Context: an optimization exercise on an open-source flow, tuned for small area. The choices shown serve that exercise and are no tape-out recipe. The RTL was checked by simulation tests, not by an equivalence proof against the original design. Power and IR drop assume default switching activity.

--- design/flow/design.v ---
package displayPkg;
    localparam int coordW = 10;
    localparam int angleW = 6;
    typedef struct packed {
        logic [coordW-1:0] x;
        logic [coordW-1:0] y;
        logic              displayOn;
    } pixelT;
    typedef struct packed {
        logic [7:0] red;
        logic [7:0] green;
        logic [7:0] blue;
    } rgbT;
    typedef struct packed {
        logic [coordW-1:0] x;
        logic [coordW-1:0] y;
        logic              xNeg;
        logic              yNeg;
    } ballT;
    typedef struct packed {
        logic signed [7:0] sin;
        logic signed [7:0] cos;
    } trigT;
    localparam rgbT ball1Color = 24'hffbb00;
    localparam rgbT ball2Color = 24'hff0000;
    localparam rgbT backColor  = 24'h555555;
    localparam rgbT blankColor = 24'h000000;
endpackage
module rippleAdd
#(
    parameter int W = 8
)
(
    input  logic [W-1:0] a,
    input  logic [W-1:0] b,
    input  logic         ci,
    output logic [W-1:0] s,
    output logic         co
);
    logic [W:0] c;
    assign c[0] = ci;
    for (genvar i = 0; i < W; i++)
    begin : g_bit
        assign s[i]   = a[i] ^ b[i] ^ c[i];
        assign c[i+1] = (a[i] & b[i]) | (c[i] & (a[i] ^ b[i]));
    end
    assign co = c[W];
endmodule
module rippleCarry
#(
    parameter int W = 8
)
(
    input  logic [W-1:0] a,
    input  logic [W-1:0] b,
    input  logic         ci,
    output logic         co
);
    logic [W:0] c;
    assign c[0] = ci;
    for (genvar i = 0; i < W; i++)
    begin : g_bit
        assign c[i+1] = (a[i] & b[i]) | (a[i] & c[i]) | (b[i] & c[i]);
    end
    assign co = c[W];
endmodule
module ballDisplay
(
    input  logic        clk,
    input  logic        reset,
    input  logic        run,
    input  logic [9:0]  ballSize,
    output logic [23:0] rgb,
    output logic [9:0]  pixelX,
    output logic [9:0]  pixelY,
    output logic        displayOn,
    output logic        hSyncN,
    output logic        vSyncN
);
    logic       justReset;
    logic       xEnd;
    logic       yEnd;
    logic [9:0] xInc;
    logic [9:0] yInc;
    logic [9:0] curX;
    logic [9:0] curY;
    logic       xVis;
    logic       yVis;
    logic       onNext;
    logic       hSyncNext;
    logic       vSyncNext;
    logic       frameTick;
    rippleAdd #(.W(10)) i_xInc (.a(pixelX), .b(10'd0), .ci(1'b1), .s(xInc), .co());
    rippleAdd #(.W(10)) i_yInc (.a(pixelY), .b(10'd0), .ci(1'b1), .s(yInc), .co());
    always_comb
    begin
        xEnd = (pixelX == 10'd799);
        yEnd = (pixelY == 10'd524);
        curX = xEnd ? 10'd0 : {xInc[9:1], xInc[0] & ~justReset};
        if (!xEnd)
            curY = pixelY;
        else if (yEnd)
            curY = 10'd0;
        else
            curY = yInc;
        xVis      = !(curX[9] && (curX[8] || curX[7]));
        yVis      = !curY[9] && (curY[8:5] != 4'b1111);
        onNext    = xVis && yVis;
        hSyncNext = !((curX[9:7] == 3'b101) && (curX[6:4] != 3'b000) && (curX[6:4] != 3'b111));
        vSyncNext = !(curY[9:1] == 9'd245);
        frameTick = (curX == 10'd0) && (curY == 10'd480);
    end
    logic [10:0] slot0;
    logic [10:0] slot1;
    logic [10:0] slot2;
    logic [10:0] slot3;
    logic [5:0]  angle;
    logic [5:0]  angleInc;
    logic [17:0] accA;
    logic [17:0] accB;
    logic        turn;
    logic        stepLines;
    logic        bounceSlot;
    logic        stepSlot;
    logic        step;
    logic        xBehind;
    logic        behindHeld;
    logic        flipHeld;
    logic        initLines;
    logic        flip;
    logic [9:0]  sizeHeld;
    logic        runHeld;
    logic        newNeg;
    logic [9:0]  newPos;
    always_comb
    begin
        {runHeld, sizeHeld} = accA[10:0];
        stepLines = (curY[9:2] == 8'd120);
        turn      = (curX == 10'd799) && ((curY[9:3] == 7'd60) && (curY[2:1] != 2'b11))
                  || (curX[9:1] == 9'd399) && (curY == 10'd479);
        bounceSlot = (curX == 10'd798) && stepLines;
        stepSlot  = (curX == 10'd799) && stepLines;
        step      = stepSlot && runHeld;
        initLines = (curY[9:1] == 9'd242);
    end
    assign newNeg = slot2[10] ^ (step && flipHeld);
    rippleAdd #(.W(10)) i_step (.a(slot2[9:0]), .b({{9{step && !newNeg}}, step}), .ci(1'b0), .s(newPos), .co());
    rippleAdd #(.W(6)) i_angle (.a(angle), .b(6'd0), .ci(1'b1), .s(angleInc), .co());
    always_ff @(posedge clk)
    begin
        if (reset)
        begin
            slot0 <= {1'b1, ~10'd200};
            slot1 <= {1'b1, ~10'd150};
            slot2 <= {1'b0, ~10'd320};
            slot3 <= {1'b0, ~10'd240};
            angle <= 6'd0;
        end
        else if (turn)
        begin
            slot0 <= slot1;
            slot1 <= {newNeg, newPos};
            slot2 <= slot3;
            slot3 <= slot0;
            if (step && curY[1:0] == 2'd0)
                angle <= angleInc;
        end
    end
    logic [9:0] b1xN;
    logic [9:0] b1yN;
    assign b1xN = slot2[9:0];
    assign b1yN = slot3[9:0];
    localparam logic [17:0] accA0 = 18'h39cc8;  
    localparam logic [17:0] accB0 = 18'h3b596;  
    localparam logic [111:0] sineTab = {
        7'd126, 7'd125, 7'd122, 7'd117, 7'd112, 7'd106, 7'd98, 7'd90,
        7'd81,  7'd71,  7'd60,  7'd49,  7'd37,  7'd25,  7'd12, 7'd0};
    localparam logic [111:0] cosineTab = {
        7'd12,  7'd25,  7'd37,  7'd49,  7'd60,  7'd71,  7'd81,  7'd90,
        7'd98,  7'd106, 7'd112, 7'd117, 7'd122, 7'd125, 7'd126, 7'd127};
    logic        accEn;
    logic        accX8;
    logic        accSwap;
    logic        accSubA;
    logic        accSubB;
    logic        accClr;
    logic [6:0]  sinQ;
    logic [6:0]  cosQ;
    logic        pickSin;
    logic [6:0]  magA;
    logic [6:0]  magB;
    logic        negA;
    logic        negB;
    logic [9:0]  addA;
    logic [9:0]  addB;
    logic [17:0] sumA;
    logic [17:0] sumB;
    always_comb
    begin
        accEn   = 1'b0;
        accX8   = 1'b0;
        accSwap = 1'b0;
        accSubA = 1'b0;
        accSubB = 1'b0;
        accClr  = stepSlot && (curY[1:0] == 2'd3);
        if (yVis)
        begin
            if (xVis)
            begin
                accEn   = 1'b1;
                accSubB = 1'b1;
            end
            else if ((curX[9:7] == 3'b101) && (!curX[6] || (curX[5:4] == 2'b00)))
            begin
                accEn   = 1'b1;
                accX8   = 1'b1;
                accSubA = 1'b1;
            end
            else if (curX == 10'd799)
            begin
                accEn   = 1'b1;
                accSwap = 1'b1;
            end
        end
        else if (initLines)
        begin
            accEn   = behindHeld;
            accSwap = curY[0];
            accSubA = 1'b1;
            accSubB = curY[0];
        end
        sinQ    = sineTab[7 * angle[3:0] +: 7];
        cosQ    = cosineTab[7 * angle[3:0] +: 7];
        pickSin = angle[4] ^ accSwap;
        magA    = pickSin ? sinQ : cosQ;
        magB    = pickSin ? cosQ : sinQ;
        negA    = accEn && (angle[5] ^ (angle[4] && !accSwap) ^ accSubA);
        negB    = accEn && (angle[5] ^ (angle[4] && accSwap) ^ accSubB);
        addA    = !accEn ? 10'd0 : accX8 ? {magA, 3'd0} : {3'd0, magA};
        addB    = !accEn ? 10'd0 : accX8 ? {magB, 3'd0} : {3'd0, magB};
    end
    rippleAdd #(.W(18)) i_sumA (.a(accA), .b({{8{negA}}, addA ^ {10{negA}}}), .ci(negA), .s(sumA), .co());
    rippleAdd #(.W(18)) i_sumB (.a(accB), .b({{8{negB}}, addB ^ {10{negB}}}), .ci(negB), .s(sumB), .co());
    always_ff @(posedge clk)
    begin
        if (reset)
        begin
            accA <= accA0;
            accB <= accB0;
        end
        else if (frameTick)
        begin
            accA <= {7'd0, run, ballSize};
            accB <= 18'd0;
        end
        else
        begin
            accA <= accClr ? 18'd0 : sumA;
            accB <= sumB;
        end
    end
    logic [9:0]  xOp;
    logic [9:0]  sizeOp;
    logic [10:0] d1x;
    logic [9:0]  d1y;
    logic        in1yLow;
    logic        in1x;
    logic        in1y;
    logic        in2x;
    logic        in2y;
    always_comb
    begin
        if (bounceSlot)
        begin
            xOp    = slot2[10] ? 10'd0 : (curY[0] ? 10'd479 : 10'd639);
            sizeOp = sizeHeld;
        end
        else
        begin
            xOp    = curX;
            sizeOp = ballSize;
        end
    end
    rippleAdd #(.W(11)) i_d1x (.a({1'b0, xOp}), .b({1'b1, b1xN}), .ci(1'b1), .s(d1x), .co());
    rippleAdd #(.W(10)) i_d1y (.a({1'b0, curY[8:0]}), .b({1'b1, b1yN[8:0]}), .ci(1'b1), .s(d1y), .co());
    rippleCarry #(.W(10)) i_in1x (.a(sizeOp), .b(d1x[9:0] ^ {10{~d1x[10]}}), .ci(~d1x[10]), .co(in1x));
    assign flip    = in1x;
    assign xBehind = d1x[10];
    always_ff @(posedge clk)
    begin
        flipHeld   <= flip;
        behindHeld <= initLines && xBehind;
    end
    rippleCarry #(.W(9)) i_in1y (.a(ballSize[8:0]), .b(d1y[8:0] ^ {9{~d1y[9]}}), .ci(~d1y[9]), .co(in1yLow));
    assign in1y = ballSize[9] || in1yLow;
    rippleCarry #(.W(10)) i_in2x (.a(ballSize), .b(accA[16:7] ^ {10{~accA[17]}}), .ci(~accA[17]), .co(in2x));
    rippleCarry #(.W(10)) i_in2y (.a(ballSize), .b(accB[16:7] ^ {10{~accB[17]}}), .ci(~accB[17]), .co(in2y));
    logic ball1On;
    logic ball2On;
    assign ball1On = in1x && in1y;
    assign ball2On = in2x && in2y;
    logic rBall;
    logic rOrange;
    logic rGrey;
    logic rOrGrey;
    always_ff @(posedge clk)
    begin
        if (reset)
        begin
            pixelX    <= 10'd0;
            pixelY    <= 10'd0;
            justReset <= 1'b1;
            displayOn <= 1'b0;
            hSyncN    <= 1'b1;
            vSyncN    <= 1'b1;
            rBall     <= 1'b0;
            rOrange   <= 1'b0;
            rGrey     <= 1'b0;
            rOrGrey   <= 1'b0;
        end
        else
        begin
            pixelX    <= curX;
            pixelY    <= curY;
            justReset <= 1'b0;
            displayOn <= onNext;
            hSyncN    <= hSyncNext;
            vSyncN    <= vSyncNext;
            rBall     <= onNext && (ball1On || ball2On);
            rOrange   <= onNext && ball1On;
            rGrey     <= onNext && !ball1On && !ball2On;
            rOrGrey   <= onNext && (ball1On || !ball2On);
        end
    end
    assign rgb = {rBall, displayOn, rBall, displayOn, rBall, displayOn, rBall, displayOn,
                  rOrange, rGrey, rOrange, rOrGrey, rOrange, rGrey, rOrange, rOrGrey,
                  1'b0, rGrey, 1'b0, rGrey, 1'b0, rGrey, 1'b0, rGrey};
endmodule
--- design/flow/flow/run.sh ---
#!/bin/bash
# The standard layout (the standard.sh: standard synthesis, floorplan, placement, CTS,
# routing, finish) with three ORFS settings changed:
# * the buffer that placement puts on every input and output port is the smallest buffer,
#   sky130_fd_sc_hd__buf_1, instead of the one buffer_ports picks itself (every port still gets
#   its own buffer);
# * clock tree synthesis builds the tree from clkbuf_4 and clkbuf_8 only (not clkbuf_16) and
#   adds no dummy load cells;
# * after floorplan, flow/restructure.tcl (POST_FLOORPLAN_TCL) re-maps the logic for area with
#   OpenROAD's restructure (ABC; registers untouched), on a copy of the library without the
#   platform's don't-use cells (flow/filter_lib.py), and then flow/downsize.tcl sets every logic
#   cell to the smallest drive strength of its cell family; the flow's later repairs size up where
#   needed.
set -euo pipefail
export BUFFER_PORTS_ARGS="-buffer_cell sky130_fd_sc_hd__buf_1"
export CTS_ARGS="-sink_clustering_enable -repair_clock_nets -root_buf sky130_fd_sc_hd__clkbuf_8 -buf_list sky130_fd_sc_hd__clkbuf_8 -sink_clustering_size 30 -sink_clustering_max_diameter 200 -dont_use_dummy_load"
export POST_FLOORPLAN_TCL="$PWD/flow/restructure.tcl"
bash standard.sh finish > standard_flow.log 2>&1
--- design/flow/flow/downsize.tcl ---
# Run after floorplan (POST_FLOORPLAN_TCL): give every logic cell the smallest drive strength of its
# own cell family (same function, e.g. nand2_4 -> nand2_1), undoing the sizing synthesis did without
# placement. Placement's repair_design and the later timing repairs size cells up again where slew,
# capacitance or timing need it. Flip-flops, clock cells, adders, tie and tap cells are left alone.
set count 0
set saved 0.0
foreach inst [get_cells *] {
  set ref [get_property $inst ref_name]
  if {![regexp {^(sky130_fd_sc_hd__([a-z0-9]+))_([0-9]+)$} $ref -> base family size]} { continue }
  if {[regexp {^(df|dl|sdf|edf|sedf|clk|tap|conb|fill|decap|diode|ha|fa|lpflow|probe|bufbuf|bufinv|ebuf|einv)} $family]} { continue }
  set area [get_property [get_lib_cells $ref] area]
  set best ""
  set best_area $area
  foreach lc [get_lib_cells ${base}_*] {
    set name [get_property $lc name]
    if {![regexp "^${base}_\[0-9\]+\$" $name]} { continue }
    if {[get_property $lc dont_use]} { continue }
    set a [get_property $lc area]
    if {$a < $best_area} { set best $name; set best_area $a }
  }
  if {$best ne ""} {
    replace_cell $inst $best
    incr count
    set saved [expr {$saved + $area - $best_area}]
  }
}
puts "downsize: $count cells made smaller, [format %.1f $saved] um2 less"
--- design/flow/flow/filter_lib.py ---
"""Copy a liberty file without the cells named on the command line (the platform's don't-use
cells), so that restructure's ABC mapping cannot pick them.
usage: filter_lib.py IN OUT CELL..."""
import re
import sys

src, dst, drop = sys.argv[1], sys.argv[2], set(sys.argv[3:])
text = open(src).read()
out = []
pos = 0
for m in re.finditer(r'\n[ \t]*cell\s*\(\s*"?([\w]+)"?\s*\)\s*\{', text):
    if m.start() < pos or m.group(1) not in drop:
        continue
    depth = 0
    i = m.end() - 1
    while True:
        c = text[i]
        if c == '{':
            depth += 1
        elif c == '}':
            depth -= 1
            if depth == 0:
                break
        i += 1
    out.append(text[pos:m.start()])
    pos = i + 1
out.append(text[pos:])
open(dst, 'w').write(''.join(out))
--- design/flow/flow/restructure.tcl ---
# Run after floorplan (POST_FLOORPLAN_TCL): re-map the logic for area with OpenROAD's restructure
# (ABC, registers untouched) on a copy of the library without the platform's don't-use cells, then
# give every logic cell the smallest drive strength of its family (downsize.tcl).
set here [file dirname [file normalize [info script]]]
set work [file dirname $here]
file mkdir $work/rmp_work
set lib $work/rmp_work/restructure.lib
exec python3 $here/filter_lib.py [lindex $::env(LIB_FILES) 0] $lib {*}$::env(DONT_USE_CELLS)
set before [rsz::design_area]
restructure -liberty_file $lib -target area -tielo_port sky130_fd_sc_hd__conb_1/LO \
  -tiehi_port sky130_fd_sc_hd__conb_1/HI -work_dir $work/rmp_work -abc_logfile $work/rmp_abc.log
puts "restructure: design area [format %.1f [expr {$before * 1e12}]] -> [format %.1f [expr {[rsz::design_area] * 1e12}]] um2"
source $here/downsize.tcl
--- design/flow/standard.sh ---
#!/bin/bash
# synth_recipe.tcl (not shown) runs the flow's synth.tcl, then flattens the netlist and writes it again
# the make line also repeats each setting of config.mk as NAME=value (left out here)
make -C /OpenROAD-flow-scripts/flow DESIGN_CONFIG=/design/flow/config.mk WORK_HOME=/design/flow/orfs CLKGATE_MAP_FILE= SYNTH_SCRIPT=/design/flow/synth_recipe.tcl "${@:-finish}"
--- design/flow/config.mk ---
export PLATFORM = sky130hd
export DESIGN_NAME = ballDisplay
export DESIGN_NICKNAME = ballDisplay
export VERILOG_FILES = /design/flow/design.v
export SDC_FILE = /design/flow/constraint.sdc
export NUM_CORES = 4
export LEC_CHECK = 0
export ABC_AREA = 1
export CAP_MARGIN = 20
export CORE_MARGIN = 2
export CORE_UTILIZATION = 40
export SLEW_MARGIN = 20
--- design/flow/constraint.sdc ---
create_clock -name core_clock -period 12.0 [get_ports {clk}]
set_input_delay 2.4000 -clock core_clock [delete_from_list [all_inputs] [get_ports {clk}]]
set_output_delay 2.4000 -clock core_clock [all_outputs]
set_load 0.01 [all_outputs]
==> results.json, run 1 <==
{
  "tritoncts": "built",
  "final.setup.tns_ns": 0,
  "hp-class": "flip-flop to flip-flop",
  "synth.cell_area_mm2": 0.00831,
  "grt_max_degree": 49,
  "p_seq_share_pct": 54.6,
  "critPathSlowestCell": "or4_1",
  "switching_share_pct": 26.0,
  "maxSlewViolCount": 0,
  "h-tree-depth": 4,
  "grt_pass1_wl_um": 33500,
  "drive_gt1_share_pct": 3.23,
  "grtUsageMet2_pct": 29.1,
  "synth.yosys.warnings": 1,
  "synthAdderAreaFrac_pct": 18.9,
  "synth_top_family_by_area": "simple AND/OR/NAND/NOR gates",
  "clockPowerShare_pct": 36.6,
  "die_h_um": 148,
  "mostFrequentLayoutCell": "nor2_1",
  "synth_ff_type": "dfxtp_1",
  "drt-total-wl_um": 20500,
  "gr-max-usage-layer": "met2",
  "p_per_area_mw_per_mm2": 89.7,
  "grt_pass1_vias": 6660,
  "synthCells": 1071,
  "clockBufferDepth": 2,
  "worstSetupEndpointType": "flip-flop",
  "finish.net_count": 1131,
  "worstMarginPinSlew_ns": 0.797,
  "path_clk_slew_ns": 0.07,
  "p_leak_uw": 0.00277,
  "drt_iter0_markers": 596,
  "drv_cap": 0,
  "overflow": 0,
  "synth-simple-area-share_pct": 23.4,
  "core.rowCount": 52,
  "synth_compound_area_share_pct": 11.0,
  "clock_skew_ns": 0.0299,
  "crit_top_cell": "nor2_1",
  "clock.fmax_mhz": 94.9,
  "route.detailed.drc": 0,
  "synth_edf_count": 0,
  "switchingPower_uw": 189,
  "reg2reg_to": "accB[17]",
  "wl_per_cell_um": 14.8,
  "vias": 7583,
  "antennaDiodeCount": 0,
  "cts_num_sinks": 116,
  "rr_worst_depth": 61,
  "coreArea_mm2": 0.0203,
  "hpwl_um": 15200,
  "finalCritPeriodShare_pct": 87.8,
  "avgSynthCellArea_um2": 7.76,
  "async_flop_share_pct": 0,
  "yosysUniqueCellTypes": 55,
  "ys_seq_elements": 116,
  "min_from": "slot1[6]",
  "peakVddDrop_v": 0.0000667,
  "p_comb_share_pct": 8.8,
  "status": "no timing/DRC/antenna violations",
  "r2r_setup_slack_ns": 1.46,
  "worstPathRequired_ns": 12.29,
  "layout_common_cells": "nor2_1 (162), clkinv_1 (135), dfxtp_1 (116)",
  "slowest_delay_ns": 0.55,
  "holdPathStages": 2,
  "io_buffer_count": 55,
  "rsz0062_at_grt": "false",
  "clock_latency_ns": 0.45,
  "synth-xor-area-share_pct": 6.75,
  "start_util_pct": 40.9,
  "area_growth_pct": -2.41,
  "ys_seq_area_share_pct": 28.0,
  "root_buffer": "clkbuf_8",
  "worstPathArrival_ns": 10.83,
  "dieArea_mm2": 0.0219,
  "slew_headroom_pct": 46.5,
  "dr.pass1.iters": 5,
  "ant_nets": 0,
  "place_congestion": 0.842,
  "antenna_found_initial": 0,
  "num_io_pins": 60,
  "viasPerCell": 5.47,
  "cp-start-kind": "flip-flop",
  "numCtsBuffers": 17,
  "setup_viol": 0,
  "muxShareOfSynthArea_pct": 0,
  "r2r-start": "pixelX[0]",
  "utilization_pct": 39.9,
  "finalHoldViolCount": 0,
  "min_period_ns": 10.54,
  "grt_use_met3_pct": 4.14,
  "p_int_uw": 538,
  "crit_fanout": 15,
  "grtUsageMet1_pct": 26.5,
  "critPathKind": "flip-flop to flip-flop",
  "min_to": "slot0[6]",
  "globalRouteTotalUtil_pct": 18.9,
  "fp.dieW_um": 148
}
## cells by family (layout without fill, tap and decap cells)
logic type | Yosys count | in the layout
XOR/XNOR | 64 | 16
buffers and inverters | 229 | 221
adder cells (fa/ha/maj) | 92 | 0
flip-flops | 116 | 116
other | 1 | 8
AND/OR/NAND/NOR | 414 | 319
AO/OA/AOI/OAI | 155 | 436
## per-stage QoR
step	cells	worst slack (ns)	hold slack (ns)	total power (uW)	instance area, um2
6_report	1386	1.46	0.453	727	8110
5_1_grt	1386	0.0575	0.477	761	8110
4_1_cts	1386	1.14	0.457	736	8090
3_5_place_dp	1369	1.22	0.447	469	7860
3_3_place_gp	1369	1.61	0.434	468	7860
2_1_floorplan	1074	2.28	0.424	460	8320
## critical path: cells and delay by family (launching register included)
family / cells / cell delay [ns]
AOI/OAI and AO/OA: 22 / 4.17
DFF: 1 / 0.40
and+or+nand+nor: 32 / 4.72
buffers and inverters: 7 / 1.10
## cell usage after synthesis, types with 3 or more instances
cell	count	share of area [%]
a211oi_1	7	0.63
a21oi_1	21	1.3
buf_2	9	0.54
buf_4	24	2.2
buf_6	4	0.54
clkbuf_1	23	1.0
dfxtp_1	116	28
fa_1	57	14
ha_1	31	4.7
inv_1	153	6.9
inv_2	11	0.50
maj3_1	4	0.48
nand2_1	213	9.6
nand2_2	9	0.68
nand2_4	4	0.54
nand3_1	44	2.7
nand3_2	8	0.96
nand3_4	3	0.63
nand4_1	10	0.75
nor2_1	87	3.9
nor2_2	5	0.38
nor2_4	3	0.41
nor3_1	7	0.42
o211ai_1	23	2.1
o21ai_0	67	4.0
o21ai_1	8	0.48
o221ai_1	3	0.32
o22ai_1	17	1.3
or2_1	4	0.30
or2_2	5	0.38
xnor2_1	33	3.5
xor2_1	31	3.3
## state kept, by name (all words and copies together), names as in the netlist, 6 cells and up
name	flops
slot1	11
accB	18
accA	18
slot0	11
pixelY	10
slot3	11
pixelX	10
slot2	11
angle	6
## timing repair
action | 4_1_cts | 5_1_grt
setup buffers | 0 | 0
hold buffers | 0 | 0
endpoints found under the hold margin | 0 | 0
endpoints found under the setup margin | 0 | 9
resized for setup | 0 | 12
## power groups by stage
stage                     Clock (uW)  Combinational (uW)  Sequential (uW)
final                            267                63.9              397
after global routing             291                72.1              398
after CTS                        276                63.4              397
after detailed placement           0                63.2              406
after global placement             0                62.6              405
after floorplan                    0                51.8              409
## cell type report
type	count	area, um2
Sequential cell	116	2320
Multi-Input combinational cell	779	4390
Tap cell	270	338
Clock buffer	17	234
Fill cell	2188	12200
Timing Repair Buffer	66	290
Inverter	138	529
## worst max-delay path by stage
| stage | startpoint | endpoint | slack [ns] | cells past startpoint |
|---|---|---|---|---|
| floorplan | pixelY[0] | accA[17] | 2.28 | 45 |
| global placement | pixelX[0] | accB[17] | 1.61 | 61 |
| detailed placement | pixelX[0] | accB[17] | 1.22 | 61 |
| CTS | pixelX[0] | accB[17] | 1.14 | 61 |
| global route | pixelX[0] | accB[17] | 0.06 | 61 |
| finish | pixelX[0] | accB[17] | 1.46 | 61 |
## metal layers
metal | wire length [um] | share of wire, % | up-vias
li1 | - | - | 3984
met1 | 10300 | 50 | 3384
met2 | 8760 | 43 | 191
met3 | 1110 | 5.4 | 24
met4 | 371 | 1.8 | 0
met5 | 0 | 0 | -
==> run 2, diff against run 1 <==
--- a/design/flow/flow/run.sh
+++ b/design/flow/flow/run.sh
@@ -14,5 +14,5 @@
 set -euo pipefail
 export BUFFER_PORTS_ARGS="-buffer_cell sky130_fd_sc_hd__buf_1"
-export CTS_ARGS="-sink_clustering_enable -repair_clock_nets -root_buf sky130_fd_sc_hd__clkbuf_8 -buf_list sky130_fd_sc_hd__clkbuf_8 -sink_clustering_size 30 -sink_clustering_max_diameter 200 -dont_use_dummy_load"
+export CTS_ARGS="-sink_clustering_enable -repair_clock_nets -root_buf sky130_fd_sc_hd__clkbuf_8 -buf_list sky130_fd_sc_hd__clkbuf_8 -sink_clustering_size 30 -sink_clustering_max_diameter 200 -sink_clustering_levels 1 -dont_use_dummy_load"
 export POST_FLOORPLAN_TCL="$PWD/flow/restructure.tcl"
 bash standard.sh finish > standard_flow.log 2>&1
==> results.json, run 2 <==
{
  "utilization_pct": 39.9,
  "crit_fanout": 15,
  "numCtsBuffers": 17,
  "route.detailed.drc": 0,
  "synth.cell_area_mm2": 0.00831,
  "slew_headroom_pct": 46.5,
  "globalRouteTotalUtil_pct": 18.9,
  "worstMarginPinSlew_ns": 0.797,
  "vias": 7583,
  "grt_pass1_wl_um": 33500,
  "maxSlewViolCount": 0,
  "hpwl_um": 15200,
  "r2r-start": "pixelX[0]",
  "fill_cells": 2188,
  "root_buffer": "clkbuf_8",
  "yosysUniqueCellTypes": 55,
  "cts_num_sinks": 116,
  "synthTopCellsByCount": "nand2_1 (213), inv_1 (153), dfxtp_1 (116), nor2_1 (87), o21ai_0 (67)",
  "layout_common_cells": "nor2_1 (162), clkinv_1 (135), dfxtp_1 (116)",
  "synth.most_common_cell": "nand2_1",
  "min_period_ns": 10.54,
  "die_h_um": 148,
  "ys_seq_area_share_pct": 28.0,
  "cp-start-kind": "flip-flop",
  "start_util_pct": 40.9,
  "p_leak_uw": 0.00277,
  "final.setup.tns_ns": 0,
  "drv_cap": 0,
  "worstSetupEndpointType": "flip-flop",
  "ys_top_cells_by_area": "dfxtp_1 (28%), fa_1 (14%), nand2_1 (9.6%)",
  "cts_setup_buffers": 0,
  "top_regs": "accA x18, accB x18",
  "synth.yosys.warnings": 1,
  "coreArea_mm2": 0.0203,
  "dr.pass1.iters": 5,
  "drt-total-wl_um": 20500,
  "place_congestion": 0.842,
  "critPathSlowestCell": "or4_1",
  "ant_nets": 0,
  "peakVddDrop_v": 0.0000667,
  "synth_ff_type": "dfxtp_1",
  "hp-class": "flip-flop to flip-flop",
  "worstPathRequired_ns": 12.29,
  "drt_iter0_markers": 596,
  "io_buffer_count": 55,
  "clock_skew_ns": 0.0299,
  "area_growth_pct": -2.41,
  "num_io_pins": 60,
  "path_clk_slew_ns": 0.07,
  "finish.net_count": 1131,
  "mostFrequentLayoutCell": "nor2_1",
  "worstPathArrival_ns": 10.83,
  "critPathKind": "flip-flop to flip-flop",
  "min_from": "slot1[6]",
  "min_to": "slot0[6]",
  "viasPerCell": 5.47,
  "finalCritPeriodShare_pct": 87.8,
  "dieArea_mm2": 0.0219,
  "slowest_delay_ns": 0.55,
  "rsz0062_at_grt": "false",
  "ys_seq_elements": 116,
  "synth_edf_count": 0,
  "synthCells": 1071,
  "clock.fmax_mhz": 94.9,
  "async_flop_share_pct": 0,
  "r2r_setup_slack_ns": 1.46,
  "clock_latency_ns": 0.45,
  "clockBufferDepth": 2,
  "core.rowCount": 52,
  "antennaDiodeCount": 0,
  "multi_input_area_mm2": 0.00439,
  "synth_top_area_cell": "dfxtp_1",
  "wl_per_cell_um": 14.8,
  "setup_viol": 0,
  "reg2reg_to": "accB[17]",
  "finalHoldViolCount": 0,
  "crit_start": "pixelX[0]",
  "drive_gt1_share_pct": 3.23,
  "grt_pass1_vias": 6660,
  "rr_worst_depth": 61,
  "status": "no timing/DRC/antenna violations",
  "ff_latch_area_mm2": 0.00232,
  "antenna_found_initial": 0,
  "fp.dieW_um": 148,
  "holdPathStages": 2,
  "overflow": 0,
  "tritoncts": "built",
  "synth_top_cell_area_share_pct": 28.0,
  "grt_max_degree": 49,
  "avgSynthCellArea_um2": 7.76,
  "h-tree-depth": 4,
  "crit_top_cell": "nor2_1",
  "p_per_area_mw_per_mm2": 89.7
}
run 2: worst max path at each step:
stage                    end
global placement    accB[17]
floorplan           accA[17]
CTS                 accB[17]
finish              accB[17]
global route        accB[17]
detailed placement  accB[17]
run 2: cell type report:
class / instances / share of cell area [%]
clock buffers: 17 / 2.89
inverters: 138 / 6.53
multi-input cells: 779 / 54.2
flip-flops and latches: 116 / 28.6
well taps: 270 / 4.17
repair buffers: 66 / 3.58
run 2: cell families after synthesis:
group	Yosys count	synth area share [%]
buf+inv	229	12.0
fa+ha+maj	92	18.9
flops	116	28.0
compound gates	155	11.0
other cells	1	0.0451
simple gates	414	23.4
xor+xnor	64	6.75
run 2: metrics by stage:
| stage | std cells | hold slack [ns] | power, uW | setup WS (ns) | cell area, um2 |
|---|---|---|---|---|---|
| final | 1386 | 0.453 | 727 | 1.46 | 8110 |
| after global placement | 1369 | 0.434 | 468 | 1.61 | 7860 |
| after CTS | 1386 | 0.457 | 736 | 1.14 | 8090 |
| after global routing | 1386 | 0.477 | 761 | 0.0575 | 8110 |
| after floorplan | 1074 | 0.424 | 460 | 2.28 | 8320 |
| after detailed placement | 1369 | 0.447 | 469 | 1.22 | 7860 |
run 2: critical path, delay by kind of cell (launching register included):
family / cells / cell delay (ns)
simple gates: 32 / 4.72
compound gates: 22 / 4.17
buf+inv: 7 / 1.10
flops: 1 / 0.40
run 2: power breakdown:
part	switching, uW	internal (uW)
registers	5.07	392
logic	41.6	22.2
clock network	142	124
total	189	538
run 2: layer usage:
layer  routed length, um  global-route usage (%)  part of all wire (%)  vias to the layer above
li1                    -                       -                     -                     3984
met1               10300                    26.5                    50                     3384
met2                8760                    29.1                    43                      191
met3                1110                    4.14                   5.4                       24
met4                 371                    5.71                   1.8                        0
met5                   0                       0                     0                        -
run 2: repair_timing:
action / CTS / global route
endpoints found under the setup margin: 0 / 9
endpoints found under the hold margin: 0 / 0
hold buffers: 0 / 0
resized for setup: 0 / 12
==> run 3, diff against run 2 <==
--- a/design/flow/flow/run.sh
+++ b/design/flow/flow/run.sh
@@ -14,5 +14,5 @@
 set -euo pipefail
 export BUFFER_PORTS_ARGS="-buffer_cell sky130_fd_sc_hd__buf_1"
-export CTS_ARGS="-sink_clustering_enable -repair_clock_nets -root_buf sky130_fd_sc_hd__clkbuf_8 -buf_list sky130_fd_sc_hd__clkbuf_8 -sink_clustering_size 30 -sink_clustering_max_diameter 200 -sink_clustering_levels 1 -dont_use_dummy_load"
+export CTS_ARGS="-sink_clustering_enable -repair_clock_nets -root_buf sky130_fd_sc_hd__clkbuf_8 -buf_list sky130_fd_sc_hd__clkbuf_4 -dont_use_dummy_load"
 export POST_FLOORPLAN_TCL="$PWD/flow/restructure.tcl"
 bash standard.sh finish > standard_flow.log 2>&1
--- a/design/flow/config.mk
+++ b/design/flow/config.mk
@@ -9,4 +9,4 @@
 export CAP_MARGIN = 20
 export CORE_MARGIN = 2
-export CORE_UTILIZATION = 40
+export CORE_UTILIZATION = 70
 export SLEW_MARGIN = 20
==> results.json, run 3 <==
{
  "status": "no timing/DRC/antenna violations",
  "p_int_uw": 483,
  "wl_per_cell_um": 14.8,
  "worstPathArrival_ns": 10.79,
  "critPathKind": "flip-flop to flip-flop",
  "overflow": 0,
  "numCtsBuffers": 17,
  "num_io_pins": 60,
  "dr.pass1.iters": 17,
  "drt_iter0_markers": 836,
  "finalHoldViolCount": 0,
  "slowest_delay_ns": 0.55,
  "top_regs": "accA x18, accB x18",
  "worstPathRequired_ns": 12.27,
  "peakVddDrop_v": 0.0000759,
  "p_comb_share_pct": 9.6,
  "clock_latency_ns": 0.43,
  "core.rowCount": 39,
  "grt_pass1_vias": 6551,
  "hpwl_um": 13800,
  "finish.net_count": 1131,
  "reg2reg_to": "accB[17]",
  "dp_cells": 1242,
  "die_h_um": 113,
  "cts.repair.resized": 0,
  "cts_setup_buffers": 0,
  "synth_top_cell_area_share_pct": 28.0,
  "crit_fanout": 15,
  "mostFrequentLayoutCell": "nor2_1",
  "io_buffer_count": 55,
  "final.setup.tns_ns": 0,
  "setup_viol": 0,
  "drive_gt1_share_pct": 3.14,
  "place_congestion": 0.886,
  "ys_top_cells_by_area": "dfxtp_1 (28%), fa_1 (14%), nand2_1 (9.6%)",
  "r2r_setup_slack_ns": 1.47,
  "synthCells": 1071,
  "min_from": "slot1[6]",
  "coreArea_mm2": 0.0115,
  "root_buffer": "clkbuf_8",
  "clockPowerShare_pct": 29.5,
  "r2r-start": "pixelX[0]",
  "holdBufCountCts": 0,
  "rr_worst_depth": 61,
  "tritoncts": "built",
  "slew_headroom_pct": 27.3,
  "fp.dieW_um": 113,
  "critPathSlowestCell": "or4_1",
  "p_leak_uw": 0.00273,
  "worstMarginPinSlew_ns": 1.08,
  "avgSynthCellArea_um2": 7.76,
  "grt_pass1_wl_um": 31100,
  "hp-class": "flip-flop to flip-flop",
  "async_flop_share_pct": 0,
  "min_to": "slot0[6]",
  "h-tree-depth": 4,
  "clock.fmax_mhz": 95.0,
  "start_util_pct": 72.1,
  "cts_num_sinks": 116,
  "area_growth_pct": -5.60,
  "synth.most_common_cell": "nand2_1",
  "worstSetupEndpointType": "flip-flop",
  "synthTopCellsByCount": "nand2_1 (213), inv_1 (153), dfxtp_1 (116), nor2_1 (87), o21ai_0 (67)",
  "holdPathStages": 2,
  "instances_no_fill": 1259,
  "synth_top_area_cell": "dfxtp_1",
  "rsz0062_at_grt": "false",
  "drt-total-wl_um": 18600,
  "switchingPower_uw": 168,
  "route.detailed.drc": 0,
  "switching_share_pct": 25.8,
  "p_per_area_mw_per_mm2": 83.0,
  "path_clk_slew_ns": 0.09,
  "vias": 7664,
  "ant_nets": 0,
  "viasPerCell": 6.09,
  "globalRouteTotalUtil_pct": 30.0,
  "layout_common_cells": "nor2_1 (162), clkinv_1 (135), dfxtp_1 (116)",
  "ys_seq_elements": 116,
  "clockBufferDepth": 2,
  "utilization_pct": 68.1,
  "grt_max_degree": 49,
  "yosysUniqueCellTypes": 55,
  "min_period_ns": 10.53,
  "crit_top_cell": "nor2_1",
  "ys_seq_area_share_pct": 28.0,
  "p_seq_share_pct": 60.9,
  "cp-start-kind": "flip-flop",
  "antennaDiodeCount": 0,
  "clock_skew_ns": 0.0340,
  "finalCritPeriodShare_pct": 87.7,
  "synth_ff_type": "dfxtp_1",
  "dieArea_mm2": 0.0128,
  "fill_cells": 1046,
  "synth.yosys.warnings": 1,
  "synth_edf_count": 0,
  "drv_cap": 0,
  "antenna_found_initial": 0,
  "synth.cell_area_mm2": 0.00831,
  "maxSlewViolCount": 0
}
==> run 3: cell counts after synthesis <==
Identical to the previous run, type by type.
==> run 3: layer usage <==
layer  global-route usage, %  routed length, um
met1                    44.2               8870
met2                    45.0               7880
met3                    5.84               1530
met4                    8.21                312
met5                       0                  0
==> run 3: worst max-delay path by stage <==
| stage | startpoint | end | slack (ns) | cells after the start |
|---|---|---|---|---|
| floorplan | pixelY[0] | accA[17] | 2.28 | 45 |
| global placement | pixelX[0] | accB[17] | 1.64 | 61 |
| detailed placement | pixelX[0] | accA[17] | 1.31 | 62 |
| CTS | pixelX[0] | accA[17] | 1.17 | 62 |
| global route | pixelX[0] | accA[17] | 0.04 | 62 |
| finish | pixelX[0] | accB[17] | 1.47 | 61 |
==> run 3: critical path: cells and delay by family (launching register included) <==
family,cells,cell delay (ns)
DFF,1,0.40
buffers and inverters,7,1.08
and+or+nand+nor,32,4.69
AOI/OAI and AO/OA,22,4.19
==> run 3: stage by stage <==
| step | hold WS, ns | area [um2] | total power, uW | setup slack, ns |
|---|---|---|---|---|
| 2_1_floorplan | 0.424 | 8320 | 460 | 2.28 |
| 3_3_place_gp | 0.432 | 7690 | 466 | 1.64 |
| 3_5_place_dp | 0.444 | 7690 | 467 | 1.31 |
| 5_1_grt | 0.477 | 7840 | 682 | 0.0422 |
| 6_report | 0.458 | 7840 | 651 | 1.47 |
| 4_1_cts | 0.459 | 7830 | 655 | 1.17 |
==> run 3: power groups by stage <==
stage | combinational (uW) | sequential, uW | clock (uW)
2_1_floorplan | 51.8 | 409 | 0
3_3_place_gp | 60.6 | 405 | 0
3_5_place_dp | 61.2 | 405 | 0
4_1_cts | 61.4 | 396 | 197
5_1_grt | 70.5 | 397 | 214
6_report | 62.7 | 396 | 192
==> run 3: cells by family (layout without fill, tap and decap cells) <==
kind of cell	Yosys count	in the layout	synth area share, %
and+or+nand+nor	414	319	23.4
buffers and inverters	229	221	12.0
xor gates and xnor gates	64	16	6.75
adders and majority gates	92	0	18.9
DFF	116	116	28.0
AOI/OAI and AO/OA	155	436	11.0
other	1	8	0.0451
==> run 3: layout make-up <==
class,instances,area (um2),share of cell area (%)
clock buffers,17,134,1.71
inverters,138,529,6.75
multi-input cells,779,4390,56.0
flip-flops and latches,116,2320,29.6
well taps,143,179,2.28
repair buffers,66,290,3.70
==> run 4, diff against run 3 <==
--- a/design/flow/flow/run.sh
+++ b/design/flow/flow/run.sh
@@ -5,6 +5,6 @@
 #   sky130_fd_sc_hd__buf_1, instead of the one buffer_ports picks itself (every port still gets
 #   its own buffer);
-# * clock tree synthesis builds the tree from clkbuf_4 and clkbuf_8 only (not clkbuf_16) and
-#   adds no dummy load cells;
+# * clock tree synthesis builds the tree from clkbuf_4 below a clkbuf_8 root (not clkbuf_16)
+#   and adds no dummy load cells;
 # * after floorplan, flow/restructure.tcl (POST_FLOORPLAN_TCL) re-maps the logic for area with
 #   OpenROAD's restructure (ABC; registers untouched), on a copy of the library without the
==> results.json, run 4 <==
{
  "wl_per_cell_um": 14.8,
  "overflow": 0,
  "drt-total-wl_um": 18600,
  "grt_pass1_vias": 6551,
  "synthCells": 1071,
  "antenna_found_initial": 0,
  "drive_gt1_share_pct": 3.14,
  "mostFrequentLayoutCell": "nor2_1",
  "finish.net_count": 1131,
  "viasPerCell": 6.09,
  "numCtsBuffers": 17,
  "clock.fmax_mhz": 95.0,
  "min_from": "slot1[6]",
  "synthTopCellsByCount": "nand2_1 (213), inv_1 (153), dfxtp_1 (116), nor2_1 (87), o21ai_0 (67)",
  "hpwl_um": 13800,
  "synth.yosys.warnings": 1,
  "synth.cell_area_mm2": 0.00831,
  "fin_area_mm2": 0.00784,
  "cp-start-kind": "flip-flop",
  "synth.most_common_cell": "nand2_1",
  "clock_latency_ns": 0.43,
  "num_io_pins": 60,
  "holdBufCountCts": 0,
  "area_growth_pct": -5.60,
  "final.setup.tns_ns": 0,
  "crit_fanout": 15,
  "clockBufferDepth": 2,
  "worstPathRequired_ns": 12.27,
  "post-place-ws_ns": 1.31,
  "synth_ff_type": "dfxtp_1",
  "start_util_pct": 72.1,
  "slew_headroom_pct": 27.3,
  "h-tree-depth": 4,
  "min_period_ns": 10.53,
  "layout_common_cells": "nor2_1 (162), clkinv_1 (135), dfxtp_1 (116)",
  "dieArea_mm2": 0.0128,
  "drv_cap": 0,
  "coreArea_mm2": 0.0115,
  "r2r-start": "pixelX[0]",
  "placed_area_mm2": 0.00769,
  "worstMarginPinSlew_ns": 1.08,
  "route.detailed.drc": 0,
  "critPathSlowestCell": "or4_1",
  "io_buffer_count": 55,
  "r2r_setup_slack_ns": 1.47,
  "top_regs": "accA x18, accB x18",
  "ys_seq_elements": 116,
  "maxSlewViolCount": 0,
  "root_buffer": "clkbuf_8",
  "synth_edf_count": 0,
  "fin_ws_ns": 1.47,
  "die_h_um": 113,
  "drt_iter0_markers": 836,
  "avgSynthCellArea_um2": 7.76,
  "rsz0062_at_grt": "false",
  "grt_pass1_wl_um": 31100,
  "ys_top_cells_by_area": "dfxtp_1 (28%), fa_1 (14%), nand2_1 (9.6%)",
  "synth_top_cell_area_share_pct": 28.0,
  "path_clk_slew_ns": 0.09,
  "finalHoldViolCount": 0,
  "cts_num_sinks": 116,
  "setup_viol": 0,
  "clock_skew_ns": 0.0340,
  "crit_top_cell": "nor2_1",
  "slowest_delay_ns": 0.55,
  "crit_start": "pixelX[0]",
  "p_total_uw": 651,
  "peakVddDrop_v": 0.0000759,
  "synth_top_area_cell": "dfxtp_1",
  "worstSetupEndpointType": "flip-flop",
  "grt_max_degree": 49,
  "core.rowCount": 39,
  "fp.dieW_um": 113,
  "fill_cells": 1046,
  "worstPathArrival_ns": 10.79,
  "vias": 7664,
  "ys_seq_area_share_pct": 28.0,
  "dr.pass1.iters": 17,
  "critPathKind": "flip-flop to flip-flop",
  "p_per_area_mw_per_mm2": 83.0,
  "yosysUniqueCellTypes": 55,
  "finalCritPeriodShare_pct": 87.7,
  "status": "no timing/DRC/antenna violations",
  "place_congestion": 0.886,
  "globalRouteTotalUtil_pct": 30.0,
  "tritoncts": "built",
  "async_flop_share_pct": 0,
  "hp-class": "flip-flop to flip-flop",
  "ant_nets": 0,
  "antennaDiodeCount": 0,
  "p_leak_uw": 0.00273
}
[run 4: repair_timing]
| item | 4_1_cts | 5_1_grt |
|---|---|---|
| resized for setup | 0 | 13 |
| buffers inserted | 0 | 0 |
| endpoints found under the setup margin | 0 | 8 |
[run 4: metal layers]
metal	share of wire (%)	track usage (%)	wire [um]	vias up
met5	0	0	0	-
met3	8.2	5.84	1530	27
met4	1.7	8.21	312	0
met2	42	45.0	7880	277
met1	48	44.2	8870	3396
li1	-	-	-	3964
[run 4: stage by stage]
| stage | util [%] | hold WS, ns | std cells |
|---|---|---|---|
| after global routing | 68.1 | 0.477 | 1259 |
| after CTS | 68.0 | 0.459 | 1259 |
| after floorplan | - | 0.424 | 1074 |
| final | 68.1 | 0.458 | 1259 |
| after global placement | 66.8 | 0.432 | 1242 |
| after detailed placement | 66.8 | 0.444 | 1242 |
[run 4: path summary, 6_finish.rpt]
path | end | cells after the start
min reg2reg | slot0[6] | 2
max reg2reg | accB[17] | 61
min | slot0[6] | 2
max | accB[17] | 61
[run 4: cell type report]
cell class	count	area, um2	share of cell area [%]
Multi-Input combinational cell	779	4390	56.0
Sequential cell	116	2320	29.6
Clock buffer	17	134	1.71
Inverter	138	529	6.75
Timing Repair Buffer	66	290	3.70
Tap cell	143	179	2.28
[run 4: logic make-up after synthesis]
family,synth area share [%]
AO/OA/AOI/OAI,11.0
adder cells (fa/ha/maj),18.9
flip-flops,28.0
other,0.0451
XOR/XNOR,6.75
AND/OR/NAND/NOR,23.4
buffers and inverters,12.0
[run 4: worst max-delay path, delay by kind of cell, from the launching register on]
family                 cells  cell delay (ns)
and+or+nand+nor           32             4.69
DFF                        1             0.40
buffers and inverters      7             1.08
AOI/OAI and AO/OA         22             4.19
[run 4: power breakdown]
part / internal (uW) / switching [uW] / total [uW]
logic: 22.3 / 40.4 / 62.7
clock network: 69.2 / 123 / 192
registers: 391 / 4.95 / 396
==> run 5, diff against run 4 <==
--- a/design/flow/flow/run.sh
+++ b/design/flow/flow/run.sh
@@ -5,6 +5,6 @@
 #   sky130_fd_sc_hd__buf_1, instead of the one buffer_ports picks itself (every port still gets
 #   its own buffer);
-# * clock tree synthesis builds the tree from clkbuf_4 below a clkbuf_8 root (not clkbuf_16)
-#   and adds no dummy load cells;
+# * clock tree synthesis builds the tree from clkbuf_4 and clkbuf_8 only (not clkbuf_16) and
+#   adds no dummy load cells;
 # * after floorplan, flow/restructure.tcl (POST_FLOORPLAN_TCL) re-maps the logic for area with
 #   OpenROAD's restructure (ABC; registers untouched), on a copy of the library without the
@@ -14,5 +14,6 @@
 set -euo pipefail
 export BUFFER_PORTS_ARGS="-buffer_cell sky130_fd_sc_hd__buf_1"
-export CTS_ARGS="-sink_clustering_enable -repair_clock_nets -root_buf sky130_fd_sc_hd__clkbuf_8 -buf_list sky130_fd_sc_hd__clkbuf_4 -dont_use_dummy_load"
-export POST_FLOORPLAN_TCL="$PWD/flow/restructure.tcl"
+export CTS_ARGS="-sink_clustering_enable -repair_clock_nets -buf_list \"sky130_fd_sc_hd__clkbuf_4 sky130_fd_sc_hd__clkbuf_8\" -dont_use_dummy_load"
+export PRE_FLOORPLAN_TCL="$PWD/flow/restructure.tcl"
+export POST_FLOORPLAN_TCL="$PWD/flow/downsize.tcl"
 bash standard.sh finish > standard_flow.log 2>&1
==> design/flow/flow/restructure.tcl (replaced) <==
# Run before floorplan (PRE_FLOORPLAN_TCL, right after the synthesized netlist is loaded): re-map the
# logic for area with OpenROAD's restructure (ABC; registers untouched), twice, on a copy of the
# library without the platform's don't-use cells.
set here [file dirname [file normalize [info script]]]
set work [file dirname $here]
file mkdir $work/rmp_work
set lib $work/rmp_work/restructure.lib
exec python3 $here/filter_lib.py [lindex $::env(LIB_FILES) 0] $lib {*}$::env(DONT_USE_CELLS)
set before [rsz::design_area]
foreach pass {1 2} {
  restructure -liberty_file $lib -target area -tielo_port sky130_fd_sc_hd__conb_1/LO \
    -tiehi_port sky130_fd_sc_hd__conb_1/HI -work_dir $work/rmp_work -abc_logfile $work/rmp_abc$pass.log
  puts "restructure pass $pass: design area [format %.1f [expr {$before * 1e12}]] -> [format %.1f [expr {[rsz::design_area] * 1e12}]] um2"
}
==> results.json, run 5 <==
{
  "synthCells": 1037,
  "untimed_endpoints": 2,
  "failed_stage": "floorplan",
  "avgSynthCellArea_um2": 6.96,
  "die_h_um": 106,
  "synth.cell_area_mm2": 0.00721,
  "synth.yosys.warnings": 1,
  "start_util_pct": 70.8,
  "error": "[ERROR EST-0104] inconsistent parasitics state",
  "status": "did not finish",
  "core.rowCount": 37,
  "fp.dieW_um": 106
}
==> run 6, diff against run 5 <==
==> design/flow/flow/run.sh (replaced) <==
#!/bin/bash
# The standard layout (the standard.sh: standard synthesis, floorplan, placement, CTS,
# routing, finish) with three ORFS settings changed:
# * the buffer that placement puts on every input and output port is the smallest buffer,
#   sky130_fd_sc_hd__buf_1, instead of the one buffer_ports picks itself (every port still gets
#   its own buffer);
# * clock tree synthesis builds the tree from clkbuf_4 below a clkbuf_8 root (not clkbuf_16)
#   and adds no dummy load cells;
# * after floorplan, flow/restructure.tcl (POST_FLOORPLAN_TCL) re-maps the logic for area with
#   OpenROAD's restructure (ABC; registers untouched), on a copy of the library without the
#   platform's don't-use cells (flow/filter_lib.py), and then flow/downsize.tcl sets every logic
#   cell to the smallest drive strength of its cell family; the flow's later repairs size up where
#   needed.
set -euo pipefail
export BUFFER_PORTS_ARGS="-buffer_cell sky130_fd_sc_hd__buf_1"
export CTS_ARGS="-sink_clustering_enable -repair_clock_nets -root_buf sky130_fd_sc_hd__clkbuf_8 -buf_list sky130_fd_sc_hd__clkbuf_4 -dont_use_dummy_load"
export POST_FLOORPLAN_TCL="$PWD/flow/restructure.tcl"
bash standard.sh finish > standard_flow.log 2>&1
==> design/flow/flow/restructure.tcl (replaced) <==
# Run after floorplan (POST_FLOORPLAN_TCL): re-map the logic for area with OpenROAD's restructure
# (ABC; registers untouched), twice, on a copy of the library without the platform's don't-use
# cells; re-tie any output port whose constant driver the re-mapping dropped; then give every logic
# cell the smallest drive strength of its family (downsize.tcl).
set here [file dirname [file normalize [info script]]]
set work [file dirname $here]
file mkdir $work/rmp_work
set lib $work/rmp_work/restructure.lib
exec python3 $here/filter_lib.py [lindex $::env(LIB_FILES) 0] $lib {*}$::env(DONT_USE_CELLS)

set block [ord::get_db_block]
# the constant each output port carries, if it is driven by a tie cell through buffers and
# inverters: 0 or 1
proc driver_iterm {net} {
  foreach it [$net getITerms] {
    if {[$it isOutputSignal]} { return $it }
  }
  return ""
}
proc constant_of {net depth} {
  if {$depth > 8} { return "" }
  set it [driver_iterm $net]
  if {$it eq ""} { return "" }
  set master [[[$it getInst] getMaster] getName]
  if {$master eq "sky130_fd_sc_hd__conb_1"} {
    return [expr {[[$it getMTerm] getName] eq "HI" ? 1 : 0}]
  }
  if {![regexp {^sky130_fd_sc_hd__(buf|clkbuf|inv|clkinv)_[0-9]+$} $master -> kind]} { return "" }
  set in [[$it getInst] findITerm A]
  if {$in eq "NULL" || [$in getNet] eq "NULL"} { return "" }
  set v [constant_of [$in getNet] [expr {$depth + 1}]]
  if {$v eq ""} { return "" }
  if {[string match *inv $kind]} { set v [expr {1 - $v}] }
  return $v
}
set tied {}
foreach bterm [$block getBTerms] {
  if {[$bterm getIoType] ne "OUTPUT" || [$bterm getNet] eq "NULL"} { continue }
  set v [constant_of [$bterm getNet] 0]
  if {$v ne ""} { dict set tied [$bterm getName] [expr {$v ? "HI" : "LO"}] }
}
puts "restructure: constant outputs [dict keys $tied]"

set before [rsz::design_area]
foreach pass {1 2} {
  restructure -liberty_file $lib -target area -tielo_port sky130_fd_sc_hd__conb_1/LO \
    -tiehi_port sky130_fd_sc_hd__conb_1/HI -work_dir $work/rmp_work -abc_logfile $work/rmp_abc$pass.log
  puts "restructure pass $pass: design area [format %.1f [expr {$before * 1e12}]] -> [format %.1f [expr {[rsz::design_area] * 1e12}]] um2"
}

set tie_master [[ord::get_db] findMaster sky130_fd_sc_hd__conb_1]
dict for {port pin} $tied {
  set net [[$block findBTerm $port] getNet]
  set driven 0
  foreach it [$net getITerms] {
    if {[$it isOutputSignal]} { set driven 1 }
  }
  if {!$driven} {
    set inst [odb::dbInst_create $block $tie_master "retie_[regsub -all {[^A-Za-z0-9_]} $port _]"]
    [$inst findITerm $pin] connect $net
    puts "restructure: output $port tied again ($pin)"
  }
}

source $here/downsize.tcl
==> results.json, run 6 <==
{
  "ys_top_cells_by_area": "dfxtp_1 (28%), fa_1 (14%), nand2_1 (9.6%)",
  "place_congestion": 0.962,
  "vias": 7572,
  "wl_per_cell_um": 14.9,
  "antenna_found_initial": 0,
  "multi_input_area_mm2": 0.00438,
  "ys_seq_elements": 116,
  "die_h_um": 113,
  "cp-start-kind": "flip-flop",
  "avgSynthCellArea_um2": 7.76,
  "fill_cells": 1083,
  "synth.yosys.warnings": 1,
  "critPathKind": "flip-flop to flip-flop",
  "core.rowCount": 39,
  "finalHoldViolCount": 0,
  "coreArea_mm2": 0.0115,
  "status": "no timing/DRC/antenna violations",
  "ant_nets": 0,
  "root_buffer": "clkbuf_8",
  "clock.fmax_mhz": 93.3,
  "slew_headroom_pct": 46.7,
  "worstSetupEndpointType": "flip-flop",
  "worstMarginPinSlew_ns": 0.794,
  "rsz0062_at_grt": "false",
  "ys_seq_area_share_pct": 28.0,
  "numCtsBuffers": 17,
  "top_regs": "accA x18, accB x18",
  "grt_max_degree": 51,
  "hp-class": "flip-flop to flip-flop",
  "dr.pass1.iters": 16,
  "min_period_ns": 10.72,
  "maxSlewViolCount": 0,
  "drive_gt1_share_pct": 3.08,
  "yosysUniqueCellTypes": 55,
  "grt_pass1_wl_um": 30200,
  "p_leak_uw": 0.00272,
  "finalCritPeriodShare_pct": 89.4,
  "globalRouteTotalUtil_pct": 29.3,
  "area_growth_pct": -6.13,
  "finish.net_count": 1122,
  "crit_buf_inv": 7,
  "synth_top_area_cell": "dfxtp_1",
  "grt_pass1_vias": 6510,
  "worstPathArrival_ns": 10.99,
  "drt-total-wl_um": 18600,
  "hpwl_um": 14000,
  "slowest_delay_ns": 0.55,
  "synthTopCellsByCount": "nand2_1 (213), inv_1 (153), dfxtp_1 (116), nor2_1 (87), o21ai_0 (67)",
  "setup_viol": 0,
  "instances_no_fill": 1249,
  "synthCells": 1071,
  "overflow": 0,
  "synth_ff_type": "dfxtp_1",
  "mostFrequentLayoutCell": "nor2_1",
  "fp.dieW_um": 113,
  "ff_latch_area_mm2": 0.00232,
  "io_buffer_count": 55,
  "final.setup.tns_ns": 0,
  "drv_cap": 0,
  "layout_common_cells": "nor2_1 (171), clkinv_1 (128), o21ai_0 (128)",
  "synth.most_common_cell": "nand2_1",
  "crit_family": "simple AND/OR/NAND/NOR gates",
  "worstPathRequired_ns": 12.27,
  "dieArea_mm2": 0.0128,
  "crit_top_cell": "o21ai_0",
  "num_io_pins": 60,
  "h-tree-depth": 4,
  "clock_skew_ns": 0.0451,
  "synth.cell_area_mm2": 0.00831,
  "crit_fanout": 15,
  "start_util_pct": 72.1,
  "clockBufferDepth": 2,
  "critPathSlowestCell": "or4_1",
  "peakVddDrop_v": 0.0000840,
  "holdBufCountCts": 0,
  "cts.repair.resized": 0,
  "cts_num_sinks": 116,
  "tritoncts": "built",
  "rr_worst_depth": 61,
  "p_per_area_mw_per_mm2": 83.3,
  "synth_edf_count": 0,
  "dp_cells": 1231,
  "cts_setup_buffers": 0,
  "async_flop_share_pct": 0,
  "drt_iter0_markers": 555,
  "viasPerCell": 6.06,
  "path_depth": 61,
  "synth_top_cell_area_share_pct": 28.0,
  "holdPathStages": 2,
  "route.detailed.drc": 0,
  "path_clk_slew_ns": 0.11,
  "clock_latency_ns": 0.43
}
-- run 6: worst min-delay path, delay by kind of cell, from the launching register on --
family	cells	cell delay (ns)
compound gates	1	0.05
buf+inv	1	0.05
flops	1	0.31
-- run 6: cell type report --
type	count	area share, %
clock buffers	17	1.72
repair buffers	67	3.82
multi-input cells	776	56.1
well taps	143	2.29
diodes	1	0.0321
inverters	129	6.26
flip-flops and latches	116	29.8
-- run 6: path summary, 6_finish.rpt --
kind         startpoint       end  slack (ns)
min            slot1[6]  slot0[6]        0.45
min reg2reg    slot1[6]  slot0[6]        0.45
max           pixelX[0]  accB[17]        1.28
max reg2reg   pixelX[0]  accB[17]        1.28
-- run 6: logic make-up after synthesis --
family / after synthesis / synth area share, %
AO/OA/AOI/OAI: 155 / 11.0
XOR/XNOR: 64 / 6.75
adder cells (fa/ha/maj): 92 / 18.9
buffers and inverters: 229 / 12.0
flip-flops: 116 / 28.0
other: 1 / 0.0451
AND/OR/NAND/NOR: 414 / 23.4
-- run 6: where the power goes --
part | total [uW] | internal [uW] | switching, uW
logic | 61.5 | 21.9 | 39.6
registers | 397 | 391 | 5.67
clock network | 191 | 69.2 | 122
total | 649 | 483 | 167
-- run 6: layer usage --
metal	up-vias	routed length (um)	GRT usage, %
li1	3937	-	-
met1	3376	8370	36.1
met2	220	8740	49.7
met3	39	1010	7.61
met4	0	446	10.7
met5	-	0	0
-- run 6: stage by stage --
stage | util, % | power (uW) | area, um2 | worst slack (ns) | hold WS, ns
after global placement | 66.5 | 466 | 7660 | 1.72 | 0.431
after floorplan | - | 460 | 8320 | 2.28 | 0.424
after global routing | 67.7 | 685 | 7800 | 0.0145 | 0.483
after CTS | 67.7 | 656 | 7790 | 1.27 | 0.451
final | 67.7 | 649 | 7800 | 1.28 | 0.446
after detailed placement | 66.5 | 467 | 7660 | 1.37 | 0.434
==> run 7, diff against run 6 <==
--- a/design/flow/flow/run.sh
+++ b/design/flow/flow/run.sh
@@ -8,8 +8,8 @@
 #   and adds no dummy load cells;
 # * after floorplan, flow/restructure.tcl (POST_FLOORPLAN_TCL) re-maps the logic for area with
-#   OpenROAD's restructure (ABC; registers untouched), on a copy of the library without the
-#   platform's don't-use cells (flow/filter_lib.py), and then flow/downsize.tcl sets every logic
-#   cell to the smallest drive strength of its cell family; the flow's later repairs size up where
-#   needed.
+#   OpenROAD's restructure (ABC; registers untouched), twice, on a copy of the library without the
+#   platform's don't-use cells (flow/filter_lib.py), ties again any constant output whose tie cell
+#   the re-mapping dropped, and then flow/downsize.tcl sets every logic cell to the smallest drive
+#   strength of its cell family; the flow's later repairs size up where needed.
 set -euo pipefail
 export BUFFER_PORTS_ARGS="-buffer_cell sky130_fd_sc_hd__buf_1"
--- a/design/flow/config.mk
+++ b/design/flow/config.mk
@@ -9,4 +9,4 @@
 export CAP_MARGIN = 20
 export CORE_MARGIN = 2
-export CORE_UTILIZATION = 70
+export CORE_UTILIZATION = 80
 export SLEW_MARGIN = 20
==> results.json, run 7 <==
{
  "setup_viol": 0,
  "path_clk_slew_ns": 0.11,
  "timing.hold.ws_ns": 0.437,
  "area_growth_pct": -6.27,
  "drt_iter0_markers": 740,
  "coreArea_mm2": 0.0102,
  "fp.dieW_um": 106,
  "core.rowCount": 37,
  "synth_top_area_cell": "dfxtp_1",
  "ys_seq_area_share_pct": 28.0,
  "synth.yosys.warnings": 1,
  "tritoncts": "built",
  "slew_headroom_pct": 47.4,
  "rsz0062_at_grt": "false",
  "synth_edf_count": 0,
  "critPathKind": "flip-flop to flip-flop",
  "worstMarginPinSlew_ns": 0.780,
  "holdPathStages": 2,
  "cts.repair.resized": 0,
  "num_io_pins": 60,
  "p_leak_uw": 0.00272,
  "drive_gt1_share_pct": 3.17,
  "hpwl_um": 13800,
  "ys_seq_elements": 116,
  "numCtsBuffers": 17,
  "clock_skew_ns": 0.0393,
  "status": "no timing/DRC/antenna violations",
  "p_per_area_mw_per_mm2": 83.8,
  "io_buffer_count": 55,
  "grt_pass1_vias": 6806,
  "crit_start": "pixelX[0]",
  "critPathSlowestCell": "or4_1",
  "rr_worst_depth": 61,
  "maxSlewViolCount": 0,
  "worstPathArrival_ns": 11.15,
  "finalHoldViolCount": 0,
  "drt-total-wl_um": 18800,
  "mostFrequentLayoutCell": "nor2_1",
  "synthTopCellsByCount": "nand2_1 (213), inv_1 (153), dfxtp_1 (116), nor2_1 (87), o21ai_0 (67)",
  "hp-class": "flip-flop to flip-flop",
  "finish.net_count": 1121,
  "r2r-start": "pixelX[0]",
  "wl_per_cell_um": 15.2,
  "vias": 7745,
  "clockBufferDepth": 2,
  "viasPerCell": 6.25,
  "synth.most_common_cell": "nand2_1",
  "crit_top_cell": "o21ai_0",
  "dieArea_mm2": 0.0112,
  "layout_common_cells": "nor2_1 (171), o21ai_0 (128), clkinv_1 (126)",
  "holdBufCountCts": 0,
  "crit_fanout": 15,
  "cts_num_sinks": 116,
  "place_congestion": 0.997,
  "antenna_found_initial": 0,
  "globalRouteTotalUtil_pct": 33.7,
  "async_flop_share_pct": 0,
  "cts_setup_buffers": 0,
  "dr.pass1.iters": 8,
  "cp-start-kind": "flip-flop",
  "route.detailed.drc": 0,
  "root_buffer": "clkbuf_8",
  "slowest_delay_ns": 0.56,
  "grt_pass1_wl_um": 30800,
  "ant_nets": 0,
  "synth_ff_type": "dfxtp_1",
  "yosysUniqueCellTypes": 55,
  "worstSetupEndpointType": "flip-flop",
  "top_regs": "accA x18, accB x18",
  "drv_cap": 0,
  "synth_top_cell_area_share_pct": 28.0,
  "avgSynthCellArea_um2": 7.76,
  "h-tree-depth": 4,
  "clock.fmax_mhz": 91.9,
  "synth.cell_area_mm2": 0.00831,
  "start_util_pct": 81.6,
  "synthCells": 1071,
  "finalCritPeriodShare_pct": 90.7,
  "worstPathRequired_ns": 12.26,
  "final.setup.tns_ns": 0,
  "die_h_um": 106,
  "min_from": "slot1[6]",
  "peakVddDrop_v": 0.0000923,
  "grt_max_degree": 51,
  "ys_top_cells_by_area": "dfxtp_1 (28%), fa_1 (14%), nand2_1 (9.6%)",
  "min_period_ns": 10.88,
  "overflow": 0,
  "clock_latency_ns": 0.42,
  "antennaDiodeCount": 0
}
## run 7: where the power goes
part | internal [uW] | switching (uW) | leakage (uW)
logic | 21.9 | 40.3 | 0.00169
clock network | 69.2 | 124 | 0.0000808
registers | 391 | 5.62 | 0.000941
total | 483 | 170 | 0.00272
## run 7: final timing paths
check / to / slack [ns]
worst min-delay path: slot0[6] / 0.44
worst max-delay path: accB[17] / 1.12
worst min register to register: slot0[6] / 0.44
worst max register to register: accB[17] / 1.12
## run 7: final cells by class
| type | count | area, um2 |
|---|---|---|
| multi-input cells | 776 | 4380 |
| fillers | 834 | 2400 |
| flip-flops and latches | 116 | 2320 |
| inverters | 129 | 495 |
| repair buffers | 66 | 290 |
| well taps | 136 | 170 |
| clock buffers | 17 | 134 |
## run 7: metrics by stage
stage / setup WS, ns / total power, uW / cell area [um2] / utilization [%] / instances
3_3_place_gp: 1.77 / 465 / 7640 / 75.0 / 1223
5_1_grt: 0.00383 / 678 / 7790 / 76.5 / 1240
2_1_floorplan: 2.28 / 460 / 8320 / - / 1074
6_report: 1.12 / 653 / 7790 / 76.5 / 1240
3_5_place_dp: 1.35 / 466 / 7640 / 75.0 / 1223
4_1_cts: 1.24 / 655 / 7780 / 76.4 / 1240
## run 7: routing by layer
metal / track usage, % / wire [um] / up-vias
li1: - / - / 3920
met1: 41.6 / 8010 / 3439
met2: 57.8 / 8910 / 320
met3: 7.30 / 1280 / 66
met4: 12.8 / 586 / 0
met5: 0 / 0 / -
## run 7: cells by family after synthesis
family	count (synthesis)	share of synthesized area, %
simple gates	414	23.4
buf+inv	229	12.0
compound gates	155	11.0
flops	116	28.0
fa+ha+maj	92	18.9
xor+xnor	64	6.75
other cells	1	0.0451
## run 7: critical path, delay by kind of cell, from the launching register on
family / cells / cell delay [ns]
AND/OR/NAND/NOR: 32 / 4.81
AO/OA/AOI/OAI: 22 / 4.40
buffers and inverters: 7 / 1.08
flip-flops: 1 / 0.41

-- what the ideal ports hide --
No port has a modelled driver above. Below, the same layouts with a new extraction and two added sets of constraints.
Step 1 sets driving cells, clkbuf_16 on the clock port and buf_2 on the other inputs (assumed; they add their load-dependent delay and slew).
Step 2, shift: input delay + t, output delay - t, t = (earliest + latest rising clock arrival at the registers) / 2. This alone moves slack from input paths to output paths.
Slacks: ideal ports / drivers / drivers and shift; pairs: ideal ports / drivers.
run | t (ns) | setup slack, ns | slew at the worst register clock pin (ns)
run 1 | 0.474 | 1.460 / 1.460 / 1.460 | 0.07 / 0.07
run 2 | 0.474 | 1.460 / 1.460 / 1.460 | 0.07 / 0.07
run 3 | 0.450 | 1.473 / 1.473 / 1.473 | 0.10 / 0.10
run 4 | 0.450 | 1.473 / 1.473 / 1.473 | 0.10 / 0.10
run 6 | 0.442 | 1.276 / 1.276 / 1.276 | 0.11 / 0.11
run 7 | 0.436 | 1.115 / 1.115 / 1.115 | 0.11 / 0.11
After both steps every run listed still meets setup and hold.
